Context: an optimization exercise on an open-source flow, tuned for small area, a short achievable clock period and few clock cycles per item. The choices shown serve that exercise and are no tape-out recipe.
Only simulation tests tie the RTL to the original design; equivalence was not proved.
Power is estimated from default activity; no workload was simulated.

## build 28
==> flow/design.v (excerpt) <==
module bitmap_block_allocator_top #(
  parameter int TOTAL_BLOCKS = 1024
) (
  input  logic                clk_i,
  input  logic                rst_ni,
  input  logic                cfg_we_i,
  input  logic [bba_pkg::BlockIdW-1:0] cfg_wdata_i,
  input  logic                in_valid_i,
  output logic                in_ready_o,
  input  logic [bba_pkg::BlockIdW:0]   in_data_i,
  output logic                out_valid_o,
  input  logic                out_ready_i,
  output logic [bba_pkg::GrantW+1:0]   out_data_o
);
  localparam int BlockIdW = bba_pkg::BlockIdW;
  logic [BlockIdW-1:0] data_start_q;
  bba_pkg::in_t        q_req;
  bba_pkg::cmd_t       front_cmd;
  logic                q_valid, q_ready, c_valid, take, clr_busy;
  always_ff @(posedge clk_i or negedge rst_ni) begin
    if (!rst_ni) begin
      data_start_q <= '0;
    end else if (cfg_we_i) begin
      data_start_q <= cfg_wdata_i;
    end
  end
  bba_cmd_fifo u_fifo (
    .clk_i       (clk_i),
    .rst_ni      (rst_ni),
    .hold_i      (clr_busy),
    .pop_ready_i (q_ready),
    .push_valid_i(in_valid_i),
    .push_ready_o(in_ready_o),
    .push_data_i (in_data_i),
    .pop_valid_o (q_valid),
    .pop_data_o  (q_req)
  );
  bba_front #(
    .TOTAL_BLOCKS(TOTAL_BLOCKS)
  ) u_front (
    .clk_i       (clk_i),
    .rst_ni      (rst_ni),
    .data_start_i(data_start_q),
    .in_valid_i  (q_valid),
    .in_ready_o  (q_ready),
    .in_data_i   (q_req),
    .cmd_valid_o (c_valid),
    .cmd_ready_i (take),
    .cmd_o       (front_cmd)
  );
  bba_back u_back (
    .clk_i       (clk_i),
    .rst_ni      (rst_ni),
    .data_start_i(data_start_q),
    .new_valid_i (c_valid),
    .new_cmd_i   (front_cmd),
    .take_o      (take),
    .clr_busy_o  (clr_busy),
    .out_valid_o (out_valid_o),
    .out_ready_i (out_ready_i),
    .out_data_o  (out_data_o)
  );
endmodule
Size in the first run: roughly 3100 cells after synthesis, about 42 I/O pins, roughly 48000 sq um of cells after synthesis.
Settings: LEC_CHECK=0, CAP_MARGIN=20, CORE_MARGIN=2, CORE_UTILIZATION=50, CTS_BUF_LIST=sky130_fd_sc_hd__clkbuf_4 sky130_fd_sc_hd__clkbuf_8, CTS_CLUSTER_DIAMETER=50, CTS_CLUSTER_SIZE=14, PLACE_DENSITY=0.65, SETUP_SLACK_MARGIN=5.0, SLEW_MARGIN=20; clock period 8.5 ns.
run.sh (not shown) runs the stock make flow with config.mk's settings and CLKGATE_MAP_FILE= SYNTH_SCRIPT=/design/flow/synth_recipe.tcl, a recipe that flattens the netlist after the stock synthesis.
Build 28 was carried through to the last stage, and its layout satisfied the timing, design-rule and antenna checks.
Testbench counts of build 28, summed over its fixed seeds: cycles 11,248, items 11,200.
## Diff of input files: build 66 against build 28
Settings: CORE_UTILIZATION changed from 50 to 45; SETUP_SLACK_MARGIN changed from 5.0 to 4.5.
## What came out
Summary of build 66 over build 28: final instance area down about 9%; overall global routing resource usage lower. In build 66 relative to build 28, area of the multi-input gates had gone down by a little under 10%. Build 66 vs. build 28: sequential share of power now sits higher, total grt overflow now sits at about the same level, count of non-filler cells in the finished layout now sits lower, worst hold slack across all endpoints now sits at about the same level. Delta(number of optimization iterations in the first detailed-route pass, build 66 - build 28) > 0. Of the two values seen for critical path endpoint, u_back.sel_q[21] was produced by build 28 and u_back.mem_q[90] by build 66.
Setup changes, build 66 to build 88
Settings: changing SETUP_SLACK_MARGIN from 4.5 to 5.0.
Findings:
[compare] base=build 66 new=build 88: final-layout clock buffer total went down 0.79%, signed area change from the synthesized netlist to the final layout now sits higher.
Compared with build 66, placement density in the core of build 88 is higher.
Build 66 went all the way through synthesis, placement and routing and the layout is clean on timing, DRC and antenna.
Build 88: full flow OK, the timing, design-rule and antenna checks passed
Of build 88 and build 66, it is build 88 that has the lower final critical path time including I/O delays and setup.
Compared with build 66, build 88 shows a total global routing track utilization that is 3.3 points higher.
> inputs changed (build 88 -> build 73)
Settings: CORE_UTILIZATION now 30, was 45; PLACE_DENSITY now 0.55, was 0.65.
### Flow results
- Comparing build 88 and build 73, combinational cell fraction of total power is lower on build 88.
- Going from build 88 to build 73, cell count after placement rose by 16%, async set-or-reset flop fraction in the synthesized netlist level.

[re-timing with driven ports]
The flow's constraints put no driver on any port. The routed layouts listed below were extracted and timed again, unchanged, in two steps.
Step 1: set_driving_cell puts a clkbuf_16 on clk_i and a buf_2 on each other input, an assumption about the parent block.
Step 2 adds t to the input delays and takes it off the output delays; t is the mean of the earliest and latest rising clock arrival at the registers after step 1. Input paths then give back, and output paths get back, about the clock's delay inside the block.
a / b / c = ideal / step 1 / step 2; a / b = the first two.
| run | shift t [ns] | slack for setup (ns) | clock arrival spread, ns | slew at the worst register clock pin (ns) |
|---|---|---|---|---|
| build 28 | 0.870 | 4.709 / 4.709 / 4.709 | 0.038 / 0.038 | 0.10 / 0.10 |
| build 66 | 0.887 | 4.440 / 4.440 / 4.440 | 0.068 / 0.069 | 0.10 / 0.10 |
| build 88 | 0.871 | 4.738 / 4.738 / 4.738 | 0.067 / 0.067 | 0.10 / 0.10 |
| build 73 | 0.954 | 4.659 / 4.659 / 4.659 | 0.070 / 0.070 | 0.10 / 0.10 |
After both steps every run listed still meets setup and hold.
